Background: an optimization exercise with open tools, aiming at small area and a short achievable clock period. Do not read the settings as production practice.
Function was checked by simulation only, so behaviour that the tests miss may differ from the original.
Power is estimated from default activity; no workload was simulated.

==> 06-19 <==
==> flow/design.v <==
`timescale 1ns/1ps
module riscv_core (
    input  logic        clk,
    input  logic        rst_n,
    input  logic [31:0] instr,
    input  logic [31:0] read_data,
    output logic [31:0] pc,
    output logic        mem_rd_en,
    output logic [31:0] read_addr,
    output logic        mem_wr_en,
    output logic [31:0] write_addr,
    output logic [31:0] wr_data
);
    logic [31:2] pc_q;
    logic        fetch_valid;
    logic        stall;
    always_ff @(posedge clk) begin
        if (!rst_n) begin
            pc_q        <= '0;
            fetch_valid <= 1'b0;
        end else begin
            if (!stall) begin
                pc_q <= pc_q + 30'd1;
            end
            fetch_valid <= 1'b1;
        end
    end
    assign pc = {pc_q, 2'b00};
    logic [6:0] opcode;
    logic [2:0] f3;
    logic [6:0] f7;
    logic [4:0] rd, rs1, rs2;
    assign opcode = instr[6:0];
    assign f3     = instr[14:12];
    assign f7     = instr[31:25];
    assign rd     = instr[11:7];
    assign rs1    = instr[19:15];
    assign rs2    = instr[24:20];
    logic is_op, op_ok, is_addi, is_lw, is_sw, valid, rs2_used, wen;
    assign is_op   = opcode == 7'b0110011;
    assign op_ok   = (f7 == 7'b0000000 && (f3 == 3'b000 || f3 == 3'b010 || f3 == 3'b100 ||
                                           f3 == 3'b110 || f3 == 3'b111)) ||
                     (f7 == 7'b0100000 && f3 == 3'b000);
    assign is_addi = opcode == 7'b0010011 && f3 == 3'b000;
    assign is_lw   = opcode == 7'b0000011 && f3 == 3'b010;
    assign is_sw   = opcode == 7'b0100011 && f3 == 3'b010;
    assign valid   = fetch_valid && ((is_op && op_ok) || is_addi || is_lw || is_sw);
    assign rs2_used = is_op || is_sw;
    assign wen     = !is_sw && rd != 5'd0;
    logic        id_ex_hold;       
    logic [4:0]  id_ex_rd;
    logic        id_ex_wen;        
    logic        id_ex_load;
    logic        id_ex_store;
    logic [31:0] alu_result;
    logic [4:0]  ex_mem_rd;
    logic        ex_mem_wen;
    logic        ex_mem_load;
    logic        ex_mem_store;
    logic [31:0] ex_mem_op1;
    logic [31:0] ex_mem_op2;
    logic [4:0]  wb_rd;
    logic        wb_wen;
    logic        wb_load;
    logic [31:0] wb_result;
    logic [31:0] wb_value;
    assign wb_value = wb_load ? read_data : wb_result;
    logic a_ex, a_mem, a_wb, b_ex, b_mem, b_wb;
    assign a_ex  = id_ex_wen && id_ex_rd == rs1;
    assign a_mem = ex_mem_wen && ex_mem_rd == rs1;
    assign a_wb  = wb_wen && wb_rd == rs1;
    assign b_ex  = id_ex_wen && id_ex_rd == rs2;
    assign b_mem = ex_mem_wen && ex_mem_rd == rs2;
    assign b_wb  = wb_wen && wb_rd == rs2;
    assign stall = valid && !id_ex_hold && id_ex_load &&
                   (a_ex || (rs2_used && b_ex));
    logic a_ld, b_ld, s_ld, a_ld2, b_ld2, s_ld2;
    assign a_ld  = a_mem && ex_mem_load && !a_ex;
    assign b_ld  = is_op && b_mem && ex_mem_load && !b_ex;
    assign s_ld  = is_sw && b_mem && ex_mem_load && !b_ex;
    assign a_ld2 = a_ex && id_ex_load;
    assign b_ld2 = is_op && b_ex && id_ex_load;
    assign s_ld2 = is_sw && b_ex && id_ex_load;
    logic [31:0] regs [1:31];
    always_ff @(posedge clk) begin
        for (int i = 1; i < 32; i++) begin
            if (wb_wen && wb_rd == 5'(i)) begin
                regs[i] <= wb_value;
            end
        end
    end
    logic [31:0] alu_sum, alu_logic;
    logic        id_ex_r_sum;
    logic [31:0] a_reg, b_reg, a_val, b_val, imm;
    assign imm = is_sw ? {{20{f7[6]}}, f7, rd} : {{20{instr[31]}}, instr[31:20]};
    always_comb begin
        a_reg = (rs1 == 5'd0) ? 32'd0 : regs[rs1];
        b_reg = (rs2 == 5'd0) ? 32'd0 : regs[rs2];
        a_val = a_ex  ? alu_result :
                a_mem ? ex_mem_op1 :
                a_wb  ? wb_value : a_reg;
        b_val = b_ex  ? alu_result :
                b_mem ? ex_mem_op1 :
                b_wb  ? wb_value : b_reg;
    end
    logic do_sub, r_sum, r_and, r_or, r_xor, r_slt;
    assign do_sub  = is_op && (f7[5] || f3 == 3'b010);
    assign r_sum   = !is_op || f3 == 3'b000;
    assign r_slt   = is_op && f3 == 3'b010;
    assign r_xor   = is_op && f3 == 3'b100;
    assign r_or    = is_op && f3 == 3'b110;
    assign r_and   = is_op && f3 == 3'b111;
    logic        id_ex_a_ld, id_ex_b_ld, id_ex_s_ld, id_ex_a_ld2, id_ex_b_ld2, id_ex_s_ld2;
    logic [31:0] id_ex_op1, id_ex_op2, id_ex_sd;
    logic        id_ex_sub;
    logic        id_ex_r_and, id_ex_r_or, id_ex_r_xor, id_ex_r_slt;
    logic [31:0] ex_a, ex_b, ex_sd;
    always_ff @(posedge clk) begin
        if (!rst_n) begin
            id_ex_hold  <= 1'b0;
            id_ex_wen   <= 1'b0;
            id_ex_load  <= 1'b0;
            id_ex_store <= 1'b0;
        end else if (id_ex_hold) begin
            id_ex_hold  <= 1'b0;
        end else if (!valid) begin
            id_ex_wen   <= 1'b0;
            id_ex_load  <= 1'b0;
            id_ex_store <= 1'b0;
        end else begin
            id_ex_hold  <= stall;
            id_ex_wen   <= wen;
            id_ex_load  <= is_lw;
            id_ex_store <= is_sw;
        end
    end
    always_ff @(posedge clk) begin
        if (id_ex_hold) begin
            id_ex_op1  <= ex_a;
            id_ex_op2  <= ex_b;
            id_ex_sd   <= ex_sd;
            id_ex_a_ld <= id_ex_a_ld2;
            id_ex_b_ld <= id_ex_b_ld2;
            id_ex_s_ld <= id_ex_s_ld2;
        end else begin
            id_ex_rd      <= rd;
            id_ex_a_ld    <= a_ld;
            id_ex_b_ld    <= b_ld;
            id_ex_s_ld    <= s_ld;
            id_ex_a_ld2   <= a_ld2;
            id_ex_b_ld2   <= b_ld2;
            id_ex_s_ld2   <= s_ld2;
            id_ex_op1     <= a_val;
            id_ex_op2     <= is_op ? b_val : imm;
            id_ex_sd      <= b_val;
            id_ex_sub     <= do_sub;
            id_ex_r_sum   <= r_sum;
            id_ex_r_and   <= r_and;
            id_ex_r_or    <= r_or;
            id_ex_r_xor   <= r_xor;
            id_ex_r_slt   <= r_slt;
        end
    end
    logic [31:0] b_inv;
    logic        slt;
    assign ex_a  = id_ex_a_ld ? read_data : id_ex_op1;
    assign ex_b  = id_ex_b_ld ? read_data : id_ex_op2;
    assign ex_sd = id_ex_s_ld ? read_data : id_ex_sd;
    assign b_inv = ex_b ^ {32{id_ex_sub}};
    assign alu_sum = ex_a + b_inv + {31'b0, id_ex_sub};
    assign slt   = (ex_a[31] ^ ex_b[31]) ? ex_a[31] : alu_sum[31];
    assign alu_logic = ({32{id_ex_r_and}} & (ex_a & ex_b)) |
                       ({32{id_ex_r_or}}  & (ex_a | ex_b)) |
                       ({32{id_ex_r_xor}} & (ex_a ^ ex_b)) |
                       {31'b0, id_ex_r_slt & slt};
    assign alu_result = id_ex_r_sum ? alu_sum : alu_logic;
    always_ff @(posedge clk) begin
        if (!rst_n || id_ex_hold) begin
            ex_mem_wen   <= 1'b0;
            ex_mem_load  <= 1'b0;
            ex_mem_store <= 1'b0;
        end else begin
            ex_mem_wen   <= id_ex_wen;
            ex_mem_load  <= id_ex_load;
            ex_mem_store <= id_ex_store;
        end
    end
    always_ff @(posedge clk) begin
        ex_mem_rd  <= id_ex_rd;
        ex_mem_op1 <= alu_result;
        ex_mem_op2 <= ex_sd;
    end
    assign mem_rd_en  = ex_mem_load;
    assign read_addr  = ex_mem_op1;
    assign mem_wr_en  = ex_mem_store;
    assign write_addr = ex_mem_op1;
    assign wr_data    = ex_mem_op2;
    always_ff @(posedge clk) begin
        if (!rst_n) begin
            wb_wen  <= 1'b0;
            wb_load <= 1'b0;
        end else begin
            wb_wen  <= ex_mem_wen;
            wb_load <= ex_mem_load;
        end
    end
    always_ff @(posedge clk) begin
        wb_rd     <= ex_mem_rd;
        wb_result <= ex_mem_op1;
    end
endmodule
==> flow/flow/run.sh <==
#!/bin/bash
# Standard ORFS layout with two changes: ports get buf_2 buffers instead of the
# default delay buffer, and clock tree synthesis inserts no dummy loads and
# clusters more sinks per leaf buffer.
set -euo pipefail
bash standard.sh finish \
  "BUFFER_PORTS_ARGS=-buffer_cell sky130_fd_sc_hd__buf_2" \
  "CTS_ARGS=-sink_clustering_enable -repair_clock_nets -dont_use_dummy_load -buf_list sky130_fd_sc_hd__clkbuf_16 -sink_clustering_size 30 -sink_clustering_max_diameter 70" \
  > run_make.log 2>&1
==> flow/standard.sh <==
#!/bin/bash
# synth_recipe.tcl (not shown) runs the flow's synth.tcl, then flattens the netlist and writes it again
# the make line also repeats each setting of config.mk as NAME=value (left out here)
make -C /OpenROAD-flow-scripts/flow DESIGN_CONFIG=/design/flow/config.mk WORK_HOME=/design/flow/orfs CLKGATE_MAP_FILE= SYNTH_SCRIPT=/design/flow/synth_recipe.tcl "${@:-finish}"
==> flow/config.mk <==
export PLATFORM = sky130hd
export DESIGN_NAME = riscv_core
export DESIGN_NICKNAME = riscv_core
export VERILOG_FILES = /design/flow/design.v
export SDC_FILE = /design/flow/constraint.sdc
export NUM_CORES = 4
export LEC_CHECK = 0
export CAP_MARGIN = 20
export CORE_MARGIN = 2
export CORE_UTILIZATION = 40
export SETUP_SLACK_MARGIN = 3.2
export SLEW_MARGIN = 20
==> flow/constraint.sdc <==
create_clock -name core_clock -period 6.5 [get_ports {clk}]
set_input_delay 1.3000 -clock core_clock [delete_from_list [all_inputs] [get_ports {clk}]]
set_output_delay 1.3000 -clock core_clock [all_outputs]
set_load 0.01 [all_outputs]
==> inputs of 01-20, as changes to 06-19 <==
==> flow/design.v, changed modules only <==
module riscv_core (
    input  logic        clk,
    input  logic        rst_n,
    input  logic [31:0] instr,
    input  logic [31:0] read_data,
    output logic [31:0] pc,
    output logic        mem_rd_en,
    output logic [31:0] read_addr,
    output logic        mem_wr_en,
    output logic [31:0] write_addr,
    output logic [31:0] wr_data
);
    logic [31:2] pc_q;
    logic        fetch_valid;
    logic        stall;
    always_ff @(posedge clk) begin
        if (!rst_n) begin
            pc_q        <= '0;
            fetch_valid <= 1'b0;
        end else begin
            if (!stall) begin
                pc_q <= pc_q + 30'd1;
            end
            fetch_valid <= 1'b1;
        end
    end
    assign pc = {pc_q, 2'b00};
    logic [6:0] opcode;
    logic [2:0] f3;
    logic [6:0] f7;
    logic [4:0] rd, rs1, rs2;
    assign opcode = instr[6:0];
    assign f3     = instr[14:12];
    assign f7     = instr[31:25];
    assign rd     = instr[11:7];
    assign rs1    = instr[19:15];
    assign rs2    = instr[24:20];
    logic is_op, op_ok, is_addi, is_lw, is_sw, valid, rs2_used, wen;
    assign is_op   = opcode == 7'b0110011;
    assign op_ok   = (f7 == 7'b0000000 && (f3 == 3'b000 || f3 == 3'b010 || f3 == 3'b100 ||
                                           f3 == 3'b110 || f3 == 3'b111)) ||
                     (f7 == 7'b0100000 && f3 == 3'b000);
    assign is_addi = opcode == 7'b0010011 && f3 == 3'b000;
    assign is_lw   = opcode == 7'b0000011 && f3 == 3'b010;
    assign is_sw   = opcode == 7'b0100011 && f3 == 3'b010;
    assign valid   = fetch_valid && ((is_op && op_ok) || is_addi || is_lw || is_sw);
    assign rs2_used = is_op || is_sw;
    assign wen     = !is_sw && rd != 5'd0;
    logic        id_ex_hold;       
    logic [4:0]  id_ex_rd;
    logic        id_ex_wen;        
    logic        id_ex_load;
    logic        id_ex_store;
    logic [31:0] alu_result;
    logic [4:0]  ex_mem_rd;
    logic        ex_mem_wen;
    logic        ex_mem_load;
    logic        ex_mem_store;
    logic [31:0] ex_mem_op1;
    logic [31:0] ex_mem_op2;
    logic [4:0]  wb_rd;
    logic        wb_wen;
    logic        wb_load;
    logic [31:0] wb_result;
    logic [31:0] wb_value;
    assign wb_value = wb_load ? read_data : wb_result;
    logic a_ex, a_mem, a_wb, b_ex, b_mem, b_wb;
    assign a_ex  = id_ex_wen && id_ex_rd == rs1;
    assign a_mem = ex_mem_wen && ex_mem_rd == rs1;
    assign a_wb  = wb_wen && wb_rd == rs1;
    assign b_ex  = id_ex_wen && id_ex_rd == rs2;
    assign b_mem = ex_mem_wen && ex_mem_rd == rs2;
    assign b_wb  = wb_wen && wb_rd == rs2;
    assign stall = valid && !id_ex_hold && id_ex_load &&
                   (a_ex || (rs2_used && b_ex));
    logic a_ld, b_ld, a_ld2, b_ld2;
    assign a_ld  = a_mem && ex_mem_load && !a_ex;
    assign b_ld  = b_mem && ex_mem_load && !b_ex;
    assign a_ld2 = a_ex && id_ex_load;
    assign b_ld2 = b_ex && id_ex_load;
    logic [31:0] regs [1:31];
    always_ff @(posedge clk) begin
        for (int i = 1; i < 32; i++) begin
            if (wb_wen && wb_rd == 5'(i)) begin
                regs[i] <= wb_value;
            end
        end
    end
    logic [31:0] a_rest, b_rest, a_val, b_val;
    always_comb begin
        a_rest = '0;
        b_rest = '0;
        for (int i = 1; i < 32; i++) begin
            a_rest |= {32{rs1 == 5'(i) && !a_mem && !a_wb}} & regs[i];
            b_rest |= {32{rs2 == 5'(i) && !b_mem && !b_wb}} & regs[i];
        end
        a_rest |= {32{a_mem && !ex_mem_load}} & ex_mem_op1;
        b_rest |= {32{b_mem && !ex_mem_load}} & ex_mem_op1;
        a_rest |= {32{a_wb && !a_mem}} & wb_value;
        b_rest |= {32{b_wb && !b_mem}} & wb_value;
        a_val = a_ex ? alu_result : a_rest;
        b_val = b_ex ? alu_result : b_rest;
    end
    logic use_imm, do_sub, r_sum, r_and, r_or, r_xor, r_slt;
    assign use_imm = !is_op;
    assign do_sub  = is_op && (f7[5] || f3 == 3'b010);
    assign r_sum   = !is_op || f3 == 3'b000;
    assign r_slt   = is_op && f3 == 3'b010;
    assign r_xor   = is_op && f3 == 3'b100;
    assign r_or    = is_op && f3 == 3'b110;
    assign r_and   = is_op && f3 == 3'b111;
    logic        id_ex_a_ld, id_ex_b_ld, id_ex_a_ld2, id_ex_b_ld2;
    logic [31:0] id_ex_op1, id_ex_op2;
    logic [11:0] id_ex_imm;
    logic        id_ex_use_imm, id_ex_sub;
    logic        id_ex_r_sum, id_ex_r_and, id_ex_r_or, id_ex_r_xor, id_ex_r_slt;
    logic [31:0] ex_a, ex_b;
    always_ff @(posedge clk) begin
        if (!rst_n) begin
            id_ex_hold  <= 1'b0;
            id_ex_wen   <= 1'b0;
            id_ex_load  <= 1'b0;
            id_ex_store <= 1'b0;
        end else if (id_ex_hold) begin
            id_ex_hold  <= 1'b0;
        end else if (!valid) begin
            id_ex_wen   <= 1'b0;
            id_ex_load  <= 1'b0;
            id_ex_store <= 1'b0;
        end else begin
            id_ex_hold  <= stall;
            id_ex_wen   <= wen;
            id_ex_load  <= is_lw;
            id_ex_store <= is_sw;
        end
    end
    always_ff @(posedge clk) begin
        if (id_ex_hold) begin
            id_ex_op1  <= ex_a;
            id_ex_op2  <= ex_b;
            id_ex_a_ld <= id_ex_a_ld2;
            id_ex_b_ld <= id_ex_b_ld2;
        end else begin
            id_ex_rd      <= rd;
            id_ex_a_ld    <= a_ld;
            id_ex_b_ld    <= b_ld;
            id_ex_a_ld2   <= a_ld2;
            id_ex_b_ld2   <= b_ld2;
            id_ex_op1     <= a_val;
            id_ex_op2     <= b_val;
            id_ex_imm     <= is_sw ? {f7, rd} : instr[31:20];
            id_ex_use_imm <= use_imm;
            id_ex_sub     <= do_sub;
            id_ex_r_sum   <= r_sum;
            id_ex_r_and   <= r_and;
            id_ex_r_or    <= r_or;
            id_ex_r_xor   <= r_xor;
            id_ex_r_slt   <= r_slt;
        end
    end
    logic [31:0] alu_b, b_inv, sum;
    logic        slt;
    assign ex_a  = id_ex_a_ld ? read_data : id_ex_op1;
    assign ex_b  = id_ex_b_ld ? read_data : id_ex_op2;
    assign alu_b = id_ex_use_imm ? {{20{id_ex_imm[11]}}, id_ex_imm} : ex_b;
    assign b_inv = alu_b ^ {32{id_ex_sub}};
    assign sum   = ex_a + b_inv + {31'b0, id_ex_sub};
    assign slt   = (ex_a[31] ^ alu_b[31]) ? ex_a[31] : sum[31];
    assign alu_result = ({32{id_ex_r_sum}} & sum) |
                        ({32{id_ex_r_and}} & (ex_a & alu_b)) |
                        ({32{id_ex_r_or}}  & (ex_a | alu_b)) |
                        ({32{id_ex_r_xor}} & (ex_a ^ alu_b)) |
                        {31'b0, id_ex_r_slt & slt};
    always_ff @(posedge clk) begin
        if (!rst_n || id_ex_hold) begin
            ex_mem_wen   <= 1'b0;
            ex_mem_load  <= 1'b0;
            ex_mem_store <= 1'b0;
        end else begin
            ex_mem_wen   <= id_ex_wen;
            ex_mem_load  <= id_ex_load;
            ex_mem_store <= id_ex_store;
        end
    end
    always_ff @(posedge clk) begin
        ex_mem_rd  <= id_ex_rd;
        ex_mem_op1 <= alu_result;
        ex_mem_op2 <= ex_b;
    end
    assign mem_rd_en  = ex_mem_load;
    assign read_addr  = ex_mem_op1;
    assign mem_wr_en  = ex_mem_store;
    assign write_addr = ex_mem_op1;
    assign wr_data    = ex_mem_op2;
    always_ff @(posedge clk) begin
        if (!rst_n) begin
            wb_wen  <= 1'b0;
            wb_load <= 1'b0;
        end else begin
            wb_wen  <= ex_mem_wen;
            wb_load <= ex_mem_load;
        end
    end
    always_ff @(posedge clk) begin
        wb_rd     <= ex_mem_rd;
        wb_result <= ex_mem_op1;
    end
endmodule
==> flow/run.sh (new file) <==
#!/bin/bash
# synth_recipe.tcl (not shown) runs the flow's synth.tcl, then flattens the netlist and writes it again
# the make line also repeats each setting of config.mk as NAME=value (left out here)
make -C /OpenROAD-flow-scripts/flow DESIGN_CONFIG=/design/flow/config.mk WORK_HOME=/design/flow/orfs CLKGATE_MAP_FILE= SYNTH_SCRIPT=/design/flow/synth_recipe.tcl finish
- SETUP_SLACK_MARGIN: 3.2 -> 2.0
removed: flow/flow/run.sh
removed: flow/standard.sh
==> notes.md <==
| metric | 01-20 | 06-19 |
|---|---|---|
| CP Capture Point | id_ex_op1[27]$_DFF_P_ | id_ex_sd[24]$_DFF_P_ |
| Slew margin rel. | 12.40% | 15.94% |
| Outcome | no timing/DRC/antenna violations | no timing/DRC/antenna violations |
| Count of mapped cells out of synthesis | 4479 | 4782 |
| Die outline width | 380.4 µm | 383.8 µm |
| Share of the synthesized area in the top cell type | 53.95% | 52.37% |
| Met2 Resource Use GR | 67.90% | 56.97% |
| Vias per std cell | 7.667 | 7.593 |
| Critical Path Start | instr[16] | instr[24] |
| Worst-path clk slew | 0.06 ns | 0.09 ns |
| Reg2reg start | id_ex_b_ld$_DFF_P_ | id_ex_sub$_DFFE_PN_ |
| Compound-Gate Fraction of Synth Area | 19.76% | 17.96% |
| Share of cells above drive strength 1 | 20.41% | 27.54% |
| Highest clock rate | 213.2 MHz | 263.5 MHz |
| Required time of the worst setup path | 7.23 ns | 7.09 ns |
| Sequential-cell power consumption | 0.0101 W | 0.00998 W |
| Number of synthesis warnings | 2 | 34 |
| Inverter count | 90 | 92 |
| Final sequential cell count | 1230 | 1251 |
| Global routing usage summed across all routing layers | 49.93% | 40.75% |
| Number of standard-cell rows in the floorplan | 138 | 139 |
| Filler cell count | 12432 | 12390 |
| Number of synthesized register bits | 1230 | 1251 |

-- what the ideal ports hide --
The results above use ideal ports. As a check the final layouts listed here were re-extracted and re-timed, cells and wires unchanged. Step 1 (the two cells are an assumption about what drives the block):
set clk [get_ports {clk}]
set_driving_cell -lib_cell sky130_fd_sc_hd__clkbuf_16 $clk
set_driving_cell -lib_cell sky130_fd_sc_hd__buf_2 [delete_from_list [all_inputs] $clk]
Step 2 adds t to the input delays and takes it off the output delays; t is the mean of the earliest and latest rising clock arrival at the registers after step 1. Input paths then give back, and output paths get back, about the clock's delay inside the block. Slacks: no drivers / after step 1 / after step 2; pairs: no drivers / after step 1.
run | shift t [ns] | slack for setup (ns) | latest minus earliest clock arrival (ns)
06-19 | 0.789 | 2.704 / 2.601 / 1.811 | 0.125 / 0.125
01-20 | 0.888 | 1.810 / 1.876 / 0.988 | 0.036 / 0.036
After both steps setup and hold are still met in every run listed. For 06-19, which loses most, drivers alone change the setup slack by -0.103 ns; drivers and shift together by -0.893 ns.
